What follows belongs to an exercise in optimizing a design on an open flow for small area; a production flow would make more cautious choices.
In this exercise RTL edits were held to simulation tests only and were not proved equivalent to the original.
No activity file was given, so power comes from the tool's default toggle rates.

==> flow/design.v (excerpt) <==
module pkt_match_top
#(
  parameter int N_SYMBOLS = 4
) (
  input  logic                         clk_net,
  input  logic                         rst_net,
  input  logic                         in_vld,
  input  pkt_match_pkg::pkt_word_t                    in_word,
  input  pkt_match_pkg::type_sel_t                    type_sel,
  input  pkt_match_pkg::type_pat_t                    type_pat,
  input  logic [N_SYMBOLS-1:0][pkt_match_pkg::SYM_BITS-1:0]   symbols,
  output logic                         out_vld,
  output pkt_match_pkg::out_word_t                    out_word
);
Size in the first run: roughly 2100 cells after synthesis, roughly 470 flip-flops, ~19000 µm² of cells after synthesis.
==> flow/config.mk <==
export PLATFORM = sky130hd
export DESIGN_NAME = pkt_match_top
export DESIGN_NICKNAME = pkt_match_top
export VERILOG_FILES = /design/flow/design.v
export SDC_FILE = /design/flow/constraint.sdc
export NUM_CORES = 4
export LEC_CHECK = 0
export CAP_MARGIN = 20
export CORE_MARGIN = 2
export CORE_UTILIZATION = 50
export SLEW_MARGIN = 20
==> flow/constraint.sdc <==
create_clock -name core_clock -period 5.0 [get_ports {clk_net}]
set_input_delay 1.0000 -clock core_clock [delete_from_list [all_inputs] [get_ports {clk_net}]]
set_output_delay 1.0000 -clock core_clock [all_outputs]
set_load 0.01 [all_outputs]
standard.sh (not shown) runs the stock make flow with config.mk's settings and CLKGATE_MAP_FILE= SYNTH_SCRIPT=/design/flow/synth_recipe.tcl, a recipe that flattens the netlist after the stock synthesis.
==> flow/flow/run.sh <==
#!/bin/bash
# Standard layout, with single-drive buffers on the ports instead of the
# delay buffers buffer_ports picks by default.
set -euo pipefail
bash standard.sh "BUFFER_PORTS_ARGS=-buffer_cell sky130_fd_sc_hd__buf_1" finish > standard_flow.log 2>&1
Next try:
Settings changed: GPL_TIMING_DRIVEN set to 0.
Outcome: The new run finished but fails on negative setup slack; area after synthesis does not change; combinational power goes up by a few percent; power goes up by a few percent; design area goes up slightly; utilization goes up by 0.83 points; wire length goes up by roughly a tenth; first-iteration DRC count goes down by a few percent; sequential share of layout area goes down by 0.58 points; via count goes up by a few percent.


## alpha
The RTL this note starts from:
==> flow/design.v <==
`default_nettype none
package pkt_match_pkg;
  localparam int WORD_BYTES = 8;
  localparam int TYPE_BYTES = 4;
  localparam int TYPE_MAX_OFF = WORD_BYTES - TYPE_BYTES;
  typedef logic [8*WORD_BYTES-1:0] data_t;
  typedef logic [$clog2(WORD_BYTES)-1:0] last_byte_t;
  typedef logic [$clog2(WORD_BYTES)-1:0] byte_off_t;
  typedef logic [3:0] word_off_t;
  typedef logic [15:0] buffer_t;
  typedef logic [8*TYPE_BYTES-1:0] type_pat_t;
  typedef struct packed {
    logic       sop;
    logic       eop;
    last_byte_t last_byte;
    data_t      data;
  } pkt_word_t;
  typedef struct packed {
    word_off_t word;
    byte_off_t off;
  } type_sel_t;
  typedef struct packed {
    logic      valid;
    word_off_t off;
    data_t     pattern;
    buffer_t   buffer;
  } sym_match_t;
  localparam int SYM_BITS = 1 + 4 + 8*WORD_BYTES + 16;
  typedef struct packed {
    pkt_word_t word;
    buffer_t   buffer;
  } out_word_t;
  typedef struct packed {
    pkt_word_t word;
    logic      first;
    logic      type_found;
    logic      sym_found;
    buffer_t   sym_buffer;
  } cmp_word_t;
  typedef enum logic [0:0] {
    IDLE      = 1'b0,
    IN_PACKET = 1'b1
  } pkt_state_t;
  function automatic logic [WORD_BYTES-1:0] last_byte_mask(last_byte_t last_byte);
    logic [WORD_BYTES-1:0] mask;
    for (int i = 0; i < WORD_BYTES; i++) begin
      mask[i] = (i <= last_byte);
    end
    last_byte_mask = mask;
  endfunction
endpackage
`default_nettype wire
`timescale 1ns/1ps
`default_nettype none
module pkt_match_top
#(
  parameter int N_SYMBOLS = 4
) (
  input  logic                         clk_net,
  input  logic                         rst_net,
  input  logic                         in_vld,
  input  pkt_match_pkg::pkt_word_t                    in_word,
  input  pkt_match_pkg::type_sel_t                    type_sel,
  input  pkt_match_pkg::type_pat_t                    type_pat,
  input  logic [N_SYMBOLS-1:0][pkt_match_pkg::SYM_BITS-1:0]   symbols,
  output logic                         out_vld,
  output pkt_match_pkg::out_word_t                    out_word
);
  logic                       in_pkt_r;
  logic                       accept;
  logic                       vld_r;
  pkt_match_pkg::pkt_word_t   word_r;
  logic [3:0]                 idx_r;
  pkt_match_pkg::type_sel_t   tsel_r;
  pkt_match_pkg::type_pat_t   tpat_r;
  logic [N_SYMBOLS-1:0][pkt_match_pkg::SYM_BITS-1:0] syms_r;
  logic                       got_type_r;
  logic                       got_sym_r;
  logic [1:0]                 sym_idx_r;
  logic        sop, eop;
  logic [2:0]  lb;
  logic [63:0] data;
  logic [31:0] tsh;
  logic        t_off_ok, t_len_ok, tf;
  logic [N_SYMBOLS-1:0] hit;
  logic        full_word, sf;
  logic [1:0]  hi_idx;
  logic        type_any, sym_any;
  logic [1:0]  sel_idx;
  pkt_match_pkg::sym_match_t sym_k;
  logic [15:0] buf_sel;
  assign accept = in_vld & (in_word.sop | in_pkt_r);
  always_ff @(posedge clk_net) begin
    if (rst_net) begin
      in_pkt_r <= 1'b0;
      vld_r    <= 1'b0;
    end else begin
      vld_r <= accept;
      if (accept) begin
        in_pkt_r <= ~in_word.eop;
      end
    end
  end
  always_ff @(posedge clk_net) begin
    word_r <= in_word;
    if (accept) begin
      idx_r <= in_word.sop ? 4'd0 : idx_r + 4'd1;
    end
    if (in_vld & in_word.sop) begin
      tsel_r <= type_sel;
      tpat_r <= type_pat;
      syms_r <= symbols;
    end
  end
  always_comb begin
    sop  = word_r.sop;
    eop  = word_r.eop;
    lb   = word_r.last_byte;
    data = word_r.data;
    case (tsel_r.off[1:0])
      2'd0: tsh = data[31:0];
      2'd1: tsh = data[39:8];
      2'd2: tsh = data[47:16];
      default: tsh = data[55:24];
    endcase
    if (tsel_r.off[2]) tsh = data[63:32];
    t_off_ok = ~tsel_r.off[2] | (tsel_r.off[1:0] == 2'd0);
    t_len_ok = ~eop | ({1'b0, lb} >= ({1'b0, tsel_r.off} + 4'd3));
    tf = (tsel_r.word == idx_r) & t_off_ok & t_len_ok & (tsh == tpat_r);
    for (int k = 0; k < N_SYMBOLS; k++) begin
      sym_k = syms_r[k];
      hit[k] = sym_k.valid & (sym_k.off == idx_r) & (sym_k.pattern == data);
    end
    full_word = ~eop | (lb == 3'd7);
    sf = full_word & (|hit);
    hi_idx = hit[3] ? 2'd3 : hit[2] ? 2'd2 : hit[1] ? 2'd1 : 2'd0;
    type_any = tf | (~sop & got_type_r);
    sym_any  = sf | (~sop & got_sym_r);
    sel_idx  = sf ? hi_idx : sym_idx_r;
    sym_k   = syms_r[sel_idx];
    buf_sel = sym_k.buffer;
    out_vld         = vld_r;
    out_word.word   = word_r;
    out_word.buffer = (eop & type_any & sym_any) ? buf_sel : 16'd0;
  end
  always_ff @(posedge clk_net) begin
    if (vld_r) begin
      got_type_r <= type_any;
      got_sym_r  <= sym_any;
      sym_idx_r  <= sel_idx;
    end
  end
endmodule
`default_nettype wire
Settings: LEC_CHECK=0, CAP_MARGIN=20, CORE_MARGIN=2, CORE_UTILIZATION=40, SLEW_MARGIN=20; clock period 5.0 ns.
run.sh (not shown) runs the stock make flow with config.mk's settings and CLKGATE_MAP_FILE= SYNTH_SCRIPT=/design/flow/synth_recipe.tcl, a recipe that flattens the netlist after the stock synthesis.
Stock flow here: none of the scripts above is used.
The final report for alpha shows a completed flow and a layout that fails verification, specifically negative setup slack.
What beta does differently from alpha at the input level:
- setting CTS_BUF_LIST to sky130_fd_sc_hd__clkbuf_4 for the first time
==> run notes <==
To summarise beta: no stage aborted, but the layout did not pass its checks, failing on negative setup slack.
beta vs alpha: count of clock-buffer cells in the layout up by more than 100%
Wire length of the first global-routing pass in beta is 1.3% above alpha.
alpha leaves more setup margin than beta.
For longest individual stage delay on the worst path, alpha and beta come out practically identical.
| met2 usage | beta vs alpha | 0.69 points higher |
On share of total power in the clock network, the lower figure sits with beta, not alpha.

==> separate check: timing with driven ports <==
In the flow no input, the clock included, has a driving cell. The finished layouts below were timed again as built, in two steps. Step 1: set_driving_cell puts a clkbuf_16 on clk_net and a buf_2 on each other input, an assumption about the parent block. Step 2 times the ports against the registers' clock, not the clock port: input delays grow and output delays shrink by t, the midpoint of the rising clock arrivals with the driver on. a / b / c = no drivers / after step 1 / after step 2; a / b = the first two.
run | shift t [ns] | slack for setup (ns) | worst setup path at the end
the first run of note 1 | 0.641 | 0.798 / 0.738 / 0.788 | input to register
the second run of note 1 | 0.644 | -0.067 / -0.034 / -0.678 | input to register
alpha | 0.663 | -0.111 / -0.170 / 0.492 | register to output
beta | 0.947 | -0.407 / -0.463 / 0.484 | register to output
The setup slack of the second run of note 1, which loses most, moves by +0.033 ns with the drivers and by -0.611 ns with both steps.
